This is an optimization exercise on Yosys and OpenROAD, whose aim is small area, a short achievable clock period and few clock cycles per item, not a production implementation. Only the layout flow was run in this run; the RTL was not checked for function there. No activity file was given, so power comes from the tool's default toggle rates.

**flow/flow/run.sh**
```bash
#!/bin/bash
# The standard layout, with plain buffers on the ports instead of the delay
# buffers buffer_ports picks by default. Each tool's output goes to its own log.
set -euo pipefail
export BUFFER_PORTS_ARGS="-buffer_cell sky130_fd_sc_hd__buf_1"
bash standard.sh > standard.log 2>&1
```
**flow/standard.sh**
```bash
#!/bin/bash
# synth_recipe.tcl (not shown) runs the flow's synth.tcl, then flattens the netlist and writes it again
# the make line also repeats each setting of config.mk as NAME=value (left out here)
make -C /OpenROAD-flow-scripts/flow DESIGN_CONFIG=/design/flow/config.mk WORK_HOME=/design/flow/orfs CLKGATE_MAP_FILE= SYNTH_SCRIPT=/design/flow/synth_recipe.tcl "${@:-finish}"
```
**flow/config.mk**
```make
export PLATFORM = sky130hd
export DESIGN_NAME = clock_source_selector_unit
export DESIGN_NICKNAME = clock_source_selector_unit
export VERILOG_FILES = /design/flow/design.v
export SDC_FILE = /design/flow/constraint.sdc
export NUM_CORES = 4
export LEC_CHECK = 0
export CAP_MARGIN = 20
export CORE_MARGIN = 2
export CORE_UTILIZATION = 40
export SETUP_SLACK_MARGIN = 5
export SLEW_MARGIN = 20
export SYNTH_HIERARCHICAL = 1
export SYNTH_MINIMUM_KEEP_SIZE = 0
```
**flow/constraint.sdc**
```tcl
create_clock -name core_clock -period 9.0 [get_ports {clock}]
set_input_delay 1.8000 -clock core_clock [delete_from_list [all_inputs] [get_ports {clock}]]
set_output_delay 1.8000 -clock core_clock [all_outputs]
set_load 0.01 [all_outputs]
```
**flow/design.v**
```verilog
`timescale 1ns / 1ps
package css_pkg;
   localparam int TIME_W    = 17;
   localparam int DATE_W    = 21;
   localparam int TOL_W     = 17;
   localparam int HOLD_W    = 32;
   localparam int TMO_W     = 16;
   localparam int STAMP_W   = 32;
   localparam int CSR_AW    = 4;
   localparam int CSR_DW    = 32;
   localparam logic [TOL_W-1:0]  TOL_RESET  = TOL_W'(1);
   localparam logic [HOLD_W-1:0] HOLD_RESET = HOLD_W'(43200);
   localparam logic [TMO_W-1:0]  TMO_RESET  = TMO_W'(1);
   localparam int F_RADIO = 0;
   localparam int F_RTC   = 1;
   localparam int F_INT   = 2;
   localparam int F_FINAL = 3;
   typedef enum logic [1:0] {
      SRC_NONE  = 2'd0,
      SRC_RADIO = 2'd1,
      SRC_RTC   = 2'd2,
      SRC_INT   = 2'd3
   } src_type;
   typedef enum logic [1:0] {
      CSR_TOLERANCE = 2'd0,
      CSR_HOLDOVER  = 2'd1,
      CSR_TIMEOUT   = 2'd2
   } csr_index_type;
   typedef struct packed {
      logic [TOL_W-1:0]  sync_tolerance_s;
      logic [HOLD_W-1:0] radio_holdover_s;
      logic [TMO_W-1:0]  source_timeout_s;
   } cfg_type;
   typedef struct packed {
      logic              radio_new;
      logic [TIME_W-1:0] radio_time;
      logic [DATE_W-1:0] radio_date;
      logic              rtc_new;
      logic [TIME_W-1:0] rtc_time;
      logic [DATE_W-1:0] rtc_date;
      logic              internal_new;
      logic [TIME_W-1:0] internal_time;
      logic [DATE_W-1:0] internal_date;
      logic              second_tick;
      logic              rtc_write_done;
      logic              internal_write_ok;
   } req_item_type;
   typedef struct packed {
      logic [TIME_W-1:0] final_time;
      logic [DATE_W-1:0] final_date;
      logic              final_synced;
      src_type           final_source;
      logic              rtc_write_req;
      logic              internal_write_req;
      logic              radio_synced;
      logic              rtc_synced;
      logic              internal_synced;
   } rsp_item_type;
endpackage
`timescale 1ns / 1ps
import css_pkg::*;
module css_differs (
   input  logic [css_pkg::TIME_W-1:0] at,
   input  logic [css_pkg::DATE_W-1:0] ad,
   input  logic [css_pkg::TIME_W-1:0] bt,
   input  logic [css_pkg::DATE_W-1:0] bd,
   input  logic [css_pkg::TOL_W-1:0]  tol,
   output logic                       y
);
   function automatic logic carry_out(input logic [TIME_W-1:0] p,
                                      input logic [TIME_W-1:0] q);
      logic c;
      c = 1'b0;
      for (int i = 0; i < TIME_W; i++) c = (p[i] & q[i]) | ((p[i] | q[i]) & c);
      carry_out = c;
   endfunction
   logic [TIME_W-1:0] s, ca, cb;
   logic a_gt, b_gt;
   always_comb begin
      s  = ~(at ^ bt ^ tol);
      ca = (bt & tol) | (bt & ~at) | (tol & ~at);
      cb = (at & tol) | (at & ~bt) | (tol & ~bt);
      a_gt = !(ca[TIME_W-1] | carry_out(s, {ca[TIME_W-2:0], 1'b1}));
      b_gt = !(cb[TIME_W-1] | carry_out(s, {cb[TIME_W-2:0], 1'b1}));
      y = a_gt || b_gt || (ad != bd);
   end
endmodule
module css_pick (
   input  logic s,
   input  logic a,
   input  logic b,
   output logic y
);
   assign y = s ? a : b;
endmodule
module css_core (
   input  logic                  clock,
   input  logic                  reset,
   input  logic                  step,
   input  css_pkg::req_item_type item,
   input  css_pkg::cfg_type      cfg,
   output css_pkg::rsp_item_type result
);
   localparam int RADIO_AGE_W = 20;
   logic [RADIO_AGE_W-1:0] radio_age_ff;
   logic [16:0]        rtc_age_ff;
   logic [15:0]        int_age_ff;
   logic [15:0]        fin_age_ff;
   logic [3:0]         flags_ff;
   logic [TIME_W-1:0]  rtc_time_ff, rtc_time_in;
   logic [DATE_W-1:0]  rtc_date_ff, rtc_date_in;
   logic [TIME_W-1:0]  int_time_ff, int_time_in;
   logic [DATE_W-1:0]  int_date_ff, int_date_in;
   logic [TIME_W-1:0]  ch_time_ff, ch_time_in;
   logic [DATE_W-1:0]  ch_date_ff, ch_date_in;
   logic [TIME_W-1:0]  mid_time;
   logic [DATE_W-1:0]  mid_date;
   logic [1:0]         ch_src_ff, ch_src_in, mid_src;
   logic               rtc_req_ff, int_req_ff;
   logic               fin_set, rtc_pick, int_pick;
   logic               r1, int_gate;
   logic               fin_keep, int_keep;
   logic               int_seen_ff, ch_zero;
   logic               radio_exp, rtc_exp, int_exp, fin_exp;
   logic               d_radio_rtc, d_int_mid;
   logic               radio_d, rtc_d0, rtc_d1, int_d0, int_d1, fin_d0, fin_d1;
   logic               rreq_d0, rreq_d1, ireq_d0, ireq_d1;
   function automatic logic at_least(input logic [TMO_W-1:0] a,
                                     input logic [TMO_W-1:0] b);
      logic c;
      c = 1'b1;
      for (int i = 0; i < TMO_W; i++) c = (a[i] & ~b[i]) | ((a[i] | ~b[i]) & c);
      at_least = c;
   endfunction
   assign radio_exp = (cfg.radio_holdover_s[HOLD_W-1:RADIO_AGE_W] == '0) &&
                      (radio_age_ff >= cfg.radio_holdover_s[RADIO_AGE_W-1:0]);
   assign rtc_exp   = rtc_age_ff[16] || at_least(rtc_age_ff[15:0], cfg.source_timeout_s);
   assign int_exp   = at_least(int_age_ff, cfg.source_timeout_s);
   assign fin_exp   = at_least(fin_age_ff, cfg.source_timeout_s);
   assign rtc_time_in = item.rtc_new ? item.rtc_time : rtc_time_ff;
   assign rtc_date_in = item.rtc_new ? item.rtc_date : rtc_date_ff;
   assign int_time_in = item.internal_new ? item.internal_time : int_time_ff;
   assign int_date_in = item.internal_new ? item.internal_date : int_date_ff;
   assign r1       = flags_ff[F_RTC] || item.rtc_write_done;
   assign rtc_pick = !item.radio_new && item.rtc_new && r1;
   assign fin_set  = item.radio_new || rtc_pick;
   always_comb begin
      if (item.radio_new) begin
         mid_time = item.radio_time;
         mid_date = item.radio_date;
         mid_src  = SRC_RADIO;
      end else if (rtc_pick) begin
         mid_time = item.rtc_time;
         mid_date = item.rtc_date;
         mid_src  = SRC_RTC;
      end else begin
         mid_time = ch_time_ff;
         mid_date = ch_date_ff;
         mid_src  = ch_src_ff;
      end
   end
   css_differs u_radio_rtc (
      .at  (item.radio_time),
      .ad  (item.radio_date),
      .bt  (rtc_time_in),
      .bd  (rtc_date_in),
      .tol (cfg.sync_tolerance_s),
      .y   (d_radio_rtc)
   );
   css_differs u_int_mid (
      .at  (item.internal_time),
      .ad  (item.internal_date),
      .bt  (mid_time),
      .bd  (mid_date),
      .tol (cfg.sync_tolerance_s),
      .y   (d_int_mid)
   );
   assign int_gate = item.internal_new && (flags_ff[F_FINAL] || fin_set) && mid_src != SRC_INT;
   always_comb begin
      fin_keep = fin_set || (flags_ff[F_FINAL] && !(item.second_tick && fin_exp));
      int_pick = item.second_tick && !fin_keep;
      int_keep = flags_ff[F_INT] && !(item.second_tick && !item.internal_new && int_exp);
      radio_d = item.radio_new ||
                (flags_ff[F_RADIO] && !(item.second_tick && radio_exp));
      rtc_d1 = !item.radio_new && (r1 || (item.rtc_new && !flags_ff[F_RADIO]));
      rtc_d0 = r1 || (!item.radio_new && item.rtc_new && !flags_ff[F_RADIO]);
      if (item.second_tick && !item.rtc_new && rtc_exp) begin
         rtc_d0 = 1'b0;
         rtc_d1 = 1'b0;
      end
      int_d0 = int_keep;
      int_d1 = int_gate ? item.internal_write_ok : int_keep;
      fin_d0 = int_pick ? int_d0 : fin_keep;
      fin_d1 = int_pick ? int_d1 : fin_keep;
      rreq_d0 = 1'b0;
      rreq_d1 = item.radio_new;
      ireq_d0 = 1'b0;
      ireq_d1 = int_gate;
      if (reset) begin
         radio_d = 1'b0;
         rtc_d0  = 1'b0;
         rtc_d1  = 1'b0;
         int_d0  = 1'b0;
         int_d1  = 1'b0;
         fin_d0  = 1'b0;
         fin_d1  = 1'b0;
      end else if (!step) begin
         radio_d = flags_ff[F_RADIO];
         rtc_d0  = flags_ff[F_RTC];
         rtc_d1  = flags_ff[F_RTC];
         int_d0  = flags_ff[F_INT];
         int_d1  = flags_ff[F_INT];
         fin_d0  = flags_ff[F_FINAL];
         fin_d1  = flags_ff[F_FINAL];
      end
      if (!step) begin
         rreq_d0 = rtc_req_ff;
         rreq_d1 = rtc_req_ff;
         ireq_d0 = int_req_ff;
         ireq_d1 = int_req_ff;
      end
   end
   logic rtc_next, int_next, fin_next, rreq_next, ireq_next;
   css_pick u_pick_rtc  (.s(d_radio_rtc), .a(rtc_d1),  .b(rtc_d0),  .y(rtc_next));
   css_pick u_pick_int  (.s(d_int_mid),   .a(int_d1),  .b(int_d0),  .y(int_next));
   css_pick u_pick_fin  (.s(d_int_mid),   .a(fin_d1),  .b(fin_d0),  .y(fin_next));
   css_pick u_pick_rreq (.s(d_radio_rtc), .a(rreq_d1), .b(rreq_d0), .y(rreq_next));
   css_pick u_pick_ireq (.s(d_int_mid),   .a(ireq_d1), .b(ireq_d0), .y(ireq_next));
   always_ff @(posedge clock) begin
      flags_ff[F_RADIO] <= radio_d;
      flags_ff[F_RTC]   <= rtc_next;
      flags_ff[F_INT]   <= int_next;
      flags_ff[F_FINAL] <= fin_next;
      rtc_req_ff        <= rreq_next;
      int_req_ff        <= ireq_next;
   end
   always_comb begin
      if (int_pick) begin
         ch_time_in = int_time_in;
         ch_date_in = int_date_in;
         ch_src_in  = SRC_INT;
      end else begin
         ch_time_in = mid_time;
         ch_date_in = mid_date;
         ch_src_in  = mid_src;
      end
   end
   assign ch_zero = int_pick && !item.internal_new && !int_seen_ff;
   always_ff @(posedge clock) begin
      if (reset) begin
         rtc_age_ff   <= '0;
         rtc_time_ff  <= '0;
         rtc_date_ff  <= '0;
         int_seen_ff  <= 1'b0;
         ch_time_ff   <= '0;
         ch_date_ff   <= '0;
         ch_src_ff    <= SRC_NONE;
      end else if (step) begin
         if (item.rtc_new)          rtc_age_ff <= '0;
         else if (item.second_tick && !rtc_age_ff[16]) rtc_age_ff <= rtc_age_ff + 1'b1;
         rtc_time_ff  <= rtc_time_in;
         rtc_date_ff  <= rtc_date_in;
         if (item.internal_new) int_seen_ff <= 1'b1;
         if (ch_zero) begin
            ch_time_ff <= '0;
            ch_date_ff <= '0;
         end else begin
            ch_time_ff <= ch_time_in;
            ch_date_ff <= ch_date_in;
         end
         ch_src_ff    <= ch_src_in;
      end
   end
   always_ff @(posedge clock) begin
      if (step) begin
         if (item.radio_new)        radio_age_ff <= '0;
         else if (item.second_tick) radio_age_ff <= radio_age_ff + 1'b1;
         if (item.internal_new)     int_age_ff <= '0;
         else if (item.second_tick) int_age_ff <= int_age_ff + 1'b1;
         if (fin_set || int_pick)   fin_age_ff <= '0;
         else if (item.second_tick) fin_age_ff <= fin_age_ff + 1'b1;
         if (item.internal_new) begin
            int_time_ff <= item.internal_time;
            int_date_ff <= item.internal_date;
         end
      end
   end
   assign result.final_time         = ch_time_ff;
   assign result.final_date         = ch_date_ff;
   assign result.final_synced       = flags_ff[F_FINAL];
   assign result.final_source       = css_pkg::src_type'(ch_src_ff);
   assign result.rtc_write_req      = rtc_req_ff;
   assign result.internal_write_req = int_req_ff;
   assign result.radio_synced       = flags_ff[F_RADIO];
   assign result.rtc_synced         = flags_ff[F_RTC];
   assign result.internal_synced    = flags_ff[F_INT];
endmodule
`timescale 1ns / 1ps
import css_pkg::*;
module clock_source_selector_unit (
   input  logic                        clock,
   input  logic                        reset,
   input  logic                        req_valid,
   output logic                        req_stall,
   input  logic                        req_radio_new,
   input  logic [css_pkg::TIME_W-1:0]  req_radio_time,
   input  logic [css_pkg::DATE_W-1:0]  req_radio_date,
   input  logic                        req_rtc_new,
   input  logic [css_pkg::TIME_W-1:0]  req_rtc_time,
   input  logic [css_pkg::DATE_W-1:0]  req_rtc_date,
   input  logic                        req_internal_new,
   input  logic [css_pkg::TIME_W-1:0]  req_internal_time,
   input  logic [css_pkg::DATE_W-1:0]  req_internal_date,
   input  logic                        req_second_tick,
   input  logic                        req_rtc_write_done,
   input  logic                        req_internal_write_ok,
   output logic                        rsp_valid,
   input  logic                        rsp_stall,
   output logic [css_pkg::TIME_W-1:0]  rsp_final_time,
   output logic [css_pkg::DATE_W-1:0]  rsp_final_date,
   output logic                        rsp_final_synced,
   output logic [1:0]                  rsp_final_source,
   output logic                        rsp_rtc_write_req,
   output logic                        rsp_internal_write_req,
   output logic                        rsp_radio_synced,
   output logic                        rsp_rtc_synced,
   output logic                        rsp_internal_synced,
   input  logic                        csr_psel,
   input  logic                        csr_penable,
   input  logic                        csr_pwrite,
   input  logic [css_pkg::CSR_AW-1:0]  csr_paddr,
   input  logic [css_pkg::CSR_DW-1:0]  csr_pwdata,
   output logic [css_pkg::CSR_DW-1:0]  csr_prdata,
   output logic                        csr_pready
);
   css_pkg::cfg_type cfg_ff;
   css_pkg::cfg_type cfg_in;
   css_pkg::req_item_type item;
   css_pkg::rsp_item_type core_result;
   logic         out_valid_ff;
   logic         req_take;
   logic         csr_write;
   logic [1:0]   rd_sel_ff;
   assign csr_pready = 1'b1;
   assign csr_write  = csr_psel && csr_penable && csr_pwrite && csr_pready;
   always_comb begin
      cfg_in = cfg_ff;
      if (csr_write) begin
         case (csr_paddr[3:2])
            CSR_TOLERANCE: cfg_in.sync_tolerance_s = csr_pwdata[TOL_W-1:0];
            CSR_HOLDOVER:  cfg_in.radio_holdover_s = csr_pwdata[HOLD_W-1:0];
            CSR_TIMEOUT:   cfg_in.source_timeout_s = csr_pwdata[TMO_W-1:0];
            default:       cfg_in = cfg_ff;    
         endcase
      end
   end
   always_ff @(posedge clock) rd_sel_ff <= csr_paddr[3:2];
   always_comb begin
      case (rd_sel_ff)
         CSR_TOLERANCE: csr_prdata = CSR_DW'(cfg_ff.sync_tolerance_s);
         CSR_HOLDOVER:  csr_prdata = CSR_DW'(cfg_ff.radio_holdover_s);
         CSR_TIMEOUT:   csr_prdata = CSR_DW'(cfg_ff.source_timeout_s);
         default:       csr_prdata = '0;
      endcase
   end
   always_ff @(posedge clock) begin
      if (reset) begin
         cfg_ff.sync_tolerance_s <= TOL_RESET;
         cfg_ff.radio_holdover_s <= HOLD_RESET;
         cfg_ff.source_timeout_s <= TMO_RESET;
      end else begin
         cfg_ff <= cfg_in;
      end
   end
   assign req_stall = out_valid_ff && rsp_stall;
   assign req_take  = req_valid && !req_stall;
   always_ff @(posedge clock) begin
      if (reset) out_valid_ff <= 1'b0;
      else       out_valid_ff <= req_take || req_stall;
   end
   assign item.radio_new         = req_radio_new;
   assign item.radio_time        = req_radio_time;
   assign item.radio_date        = req_radio_date;
   assign item.rtc_new           = req_rtc_new;
   assign item.rtc_time          = req_rtc_time;
   assign item.rtc_date          = req_rtc_date;
   assign item.internal_new      = req_internal_new;
   assign item.internal_time     = req_internal_time;
   assign item.internal_date     = req_internal_date;
   assign item.second_tick       = req_second_tick;
   assign item.rtc_write_done    = req_rtc_write_done;
   assign item.internal_write_ok = req_internal_write_ok;
   css_core u_core (
      .clock  (clock),
      .reset  (reset),
      .step   (req_take),
      .item   (item),
      .cfg    (cfg_ff),
      .result (core_result)
   );
   assign rsp_valid              = out_valid_ff;
   assign rsp_final_time         = core_result.final_time;
   assign rsp_final_date         = core_result.final_date;
   assign rsp_final_synced       = core_result.final_synced;
   assign rsp_final_source       = core_result.final_source;
   assign rsp_rtc_write_req      = core_result.rtc_write_req;
   assign rsp_internal_write_req = core_result.internal_write_req;
   assign rsp_radio_synced       = core_result.radio_synced;
   assign rsp_rtc_synced         = core_result.rtc_synced;
   assign rsp_internal_synced    = core_result.internal_synced;
endmodule
```
==> summary.md <==
| Metric | Value |
|---|---|
| Number of hold violations in the final report | `0` |
| Yosys top cell area share | `19.9%` |
| LEAKAGE | `8.04 nW` |
| DRC | `0` |
| Drt pass-1 iters | `5` |
| Top post-synthesis cells by area | `dfxtp_1 20%, edfxtp_1 16%, fa_1 8.0%` |
| Post-DP HPWL | `37,000 um` |
| Worst slew margin | `24.9%` |
| WP data required | `9430 ps` |
| Synth Cell Area | `17,100 um^2` |
| RSZ-0062 raised after global routing | `true` |
| Flops & latches, synth | `260` |
| Quantity of I/O buffers inserted on ports | `240` |
| Routed len/inst | `20.8 um` |
| Worst-Margin Slew | `1130 ps` |
| Post-synth top flop | `dfxtp_1` |
| DR vias | `14.3k` |
| Yosys top cell by area | `dfxtp_1` |
| Clock Path Buffers | `3` |
| Drt total wl | `55,100 um` |
| Number of distinct library cells after synthesis | `68` |
| Clk slew on worst S/H paths | `60 ps` |
| Vias per inst | `5.42` |
| Hold Crit Class | `flop to flop` |
| Period utilisation layout | `53.1%` |
| Sequential power share | `38.0%` |
| Initial core utilization | `40.6%` |
| Die Footprint | `44,300 um^2` |
| Core area | `42,000 um^2` |
| Clock root buffer master | `clkbuf_16` |
| Worst-Skew Late Latency | `540 ps` |
| Overall routing resource usage | `24.2%` |
| Final Wtd Congestion | `0.898` |
| Most common cell in the netlist | `nand2_1` |
| Startpoint Class | `input port` |
| CP arrival | `5210 ps` |
| Sw frac | `27.6%` |
| Crit. End Element | `flop` |
| Grt total ovfl | `0` |
| Max Clock Freq | `0.209 GHz` |
| Fraction of registers with async set/reset | `0%` |
| Num rows | `75` |
| P per Cell Area | `168 nW/um^2` |
| Sink Count | `260` |
| Vias in the first global route | `14.1k` |
| Net Switching | `0.000963 W` |
| Top cells by count, synth | `222 x nand2_1, 170 x dfxtp_1, 149 x inv_1` |
| Final antenna-violating net count | `0` |
| Worst vdd ir | `0.140 mV` |
| Final setup TNS | `0 ps` |
| H-tree levels | `2` |
| Clock Power Share | `43.2%` |
| Total internal power | `0.00252 W` |
| Slew Limit Fails | `0` |
| Synth Warn # | `9` |
| Crit Path Category | `input port to flop` |
| First-pass GRT wire length | `82,400 um` |
| CTS tree | `built` |
| Largest net degree at the start of global routing | `99` |
| Layout cell share with drive strength beyond 1 | `15.8%` |
| Hold_ws | `454 ps` |
| Post-synth EDFFs | `90` |
| Antenna violations before repair | `6` |
| Syn_nets | `2,066` |
| Comb pwr share | `18.8%` |
| Fin crit period | `4780 ps` |
| Die Wd | `211 um` |
| Final setup vio count | `0` |
| Final nets | `2,328` |
| Die height | `211 um` |
| Worst setup path start | `req_rtc_new` |
| Total CTS buffers | `34` |
| Cells after Synth | `1,811` |
| IO Pins | `244` |
| HP Start | `u_core.rtc_date_ff[6]` |
| Setup Skew | `13.2 ps` |
| Mean area per synthesized cell | `9.43 um^2` |
| Iteration-0 DRC Markers | `1,082` |
| RR Startpoint | `u_core.flags_ff[1]` |
| Sequential area share after synthesis | `35.8%` |
| Outcome | `complete, no violations` |
| Max-cap violations | `0` |
| Area Overhead vs Synth | `21.9%` |
| Hold buffers post-CTS | `0` |
| Crit path max fanout | `5` |
per-stage QoR:
step / utilization [%] / cells / area [um^2] / setup WS (ps) / power (W)
after CTS: 48.6 / 2619 / 20400 / 4290 / 0.00348
after floorplan: - / 1811 / 17200 / 4050 / 0.00174
final: 49.5 / 2643 / 20800 / 4220 / 0.00349
after detailed placement: 43.9 / 2518 / 18500 / 2160 / 0.00191
after global placement: 43.9 / 2518 / 18500 / 2240 / 0.00190
after global routing: 49.5 / 2643 / 20800 / 4170 / 0.00363
worst paths after layout:
check	to	slack, ps	cells past startpoint
worst max-delay path	u_core.flags_ff[2]	4220	16
worst min-delay path	u_core.rtc_date_ff[6]	450	2
worst max register to register	u_core.flags_ff[2]	5180	16
worst min register to register	u_core.rtc_date_ff[6]	450	2
critical path, cell delays in order:
cell,delay [ps]
clkbuf_16,120
buf_12,120
nand2b_4,70
nor2_4,50
buf_12,140
buf_8,130
clkbuf_16,150
a22oi_1,220
nand2_1,170
xnor2_2,260
nand4_1,180
nor4_4,460
o311ai_1,160
or4_1,420
a311o_2,410
mux2_4,320
power groups by stage:
stage	registers [W]	clock network [W]	logic [W]
floorplan	0.00134	0	0.000397
global placement	0.00135	0	0.000552
detailed placement	0.00135	0	0.000563
CTS	0.00133	0.00153	0.000620
global route	0.00133	0.00158	0.000713
finish	0.00133	0.00151	0.000655
sequential cells by signal, indices dropped and copies added, names as in the netlist:
register	cells
u_core.flags_ff	4
u_core.fin_age_ff	16
u_core.rtc_date_ff	21
out_valid_ff	1
u_core.ch_time_ff	17
cfg_ff	65
u_core.int_age_ff	16
u_core.rtc_time_ff	17
u_core.radio_age_ff	20
u_core.int_seen_ff	1
u_core.rtc_age_ff	17
u_core.int_req_ff	1
u_core.ch_date_ff	21
u_core.int_time_ff	17
u_core.ch_src_ff	2
u_core.rtc_req_ff	1
rd_sel_ff	2
u_core.int_date_ff	21
area by class of cell:
cell class / count / area (um^2)
Antenna cell: 5 / 12.5
Multi-Input combinational cell: 1315 / 10400
Sequential cell: 260 / 6110
Clock buffer: 54 / 1090
Fill cell: 3937 / 21200
Inverter: 149 / 559
Clock inverter: 8 / 138
Tap cell: 539 / 674
Timing Repair Buffer: 313 / 1860
per-layer routing:
metal / GRT usage (%) / part of all wire (%) / vias to the layer above
met4: 9.91 / 3.6 / 2
met3: 5.81 / 7.4 / 85
met5: 0 / 0.027 / -
met1: 31.3 / 42 / 6967
met2: 39.0 / 47 / 481
li1: - / - / 6803
cells by family (layout without fill, tap and decap cells):
family / Yosys count / count (layout) / synth area share [%]
buf+inv: 237 / 524 / 5.81
fa+ha+maj: 119 / 119 / 11.3
flops: 260 / 260 / 35.8
compound gates: 302 / 302 / 12.3
other cells: 1 / 6 / 0.0220
simple gates: 598 / 599 / 16.8
xor+xnor: 93 / 93 / 4.77
mux: 201 / 201 / 13.2
per-module statistics from Yosys, one instance, submodules excluded:
module | flip-flops and latches | copies in the design
css_core | 192 | 1
clock_source_selector_unit | 68 | 1
css_differs | 0 | 2
css_pick | 0 | 5
cells in the final DEF, fill, tap and decap left out, types with 24 or more instances in the layout:
cell	synthesis	final
nand2b_1	108	107
a22o_1	40	40
a21oi_1	71	69
mux2_2	94	88
a22oi_1	48	40
clkbuf_16	0	45
xnor2_1	63	54
nor2_1	123	118
xor2_1	30	30
dfxtp_1	170	169
fa_1	68	58
nand4_1	26	26
ha_1	24	24
inv_1	149	147
buf_4	8	48
mux2_4	25	31
buf_1	8	235
edfxtp_1	90	90
mux2i_1	82	82
o21ai_0	43	41
nand2_1	222	212
timing repair:
item                                    4_1_cts  5_1_grt
endpoints found under the setup margin       70       16
gates resized for setup                      70       34
pin swaps                                    27       33
gates cloned                                  8        4
setup buffers                                31       15

-- re-timing with driven ports --
No port has a modelled driver above. Below, the same layout with a new extraction and two added sets of constraints.
Step 1 assumes that a clkbuf_16 drives the clock port and a buf_2 every other input.
Step 2 adds t to the input delays and takes it off the output delays; t is the mean of the earliest and latest rising clock arrival at the registers after step 1. Input paths then give back, and output paths get back, about the clock's delay inside the block.
Slacks: no drivers / after step 1 / after step 2; pairs: no drivers / after step 1.
t (ns): 0.593
setup slack, ns: 4.217 / 4.209 / 3.616
hold slack, ns: 0.454 / 0.454 / 0.454
latest minus earliest clock arrival (ns): 0.017 / 0.017
cell pins on the clock port's net: 1
After both steps setup and hold are still met in this run. For this run, drivers alone change the setup slack by -0.008 ns; drivers and shift together by -0.601 ns.
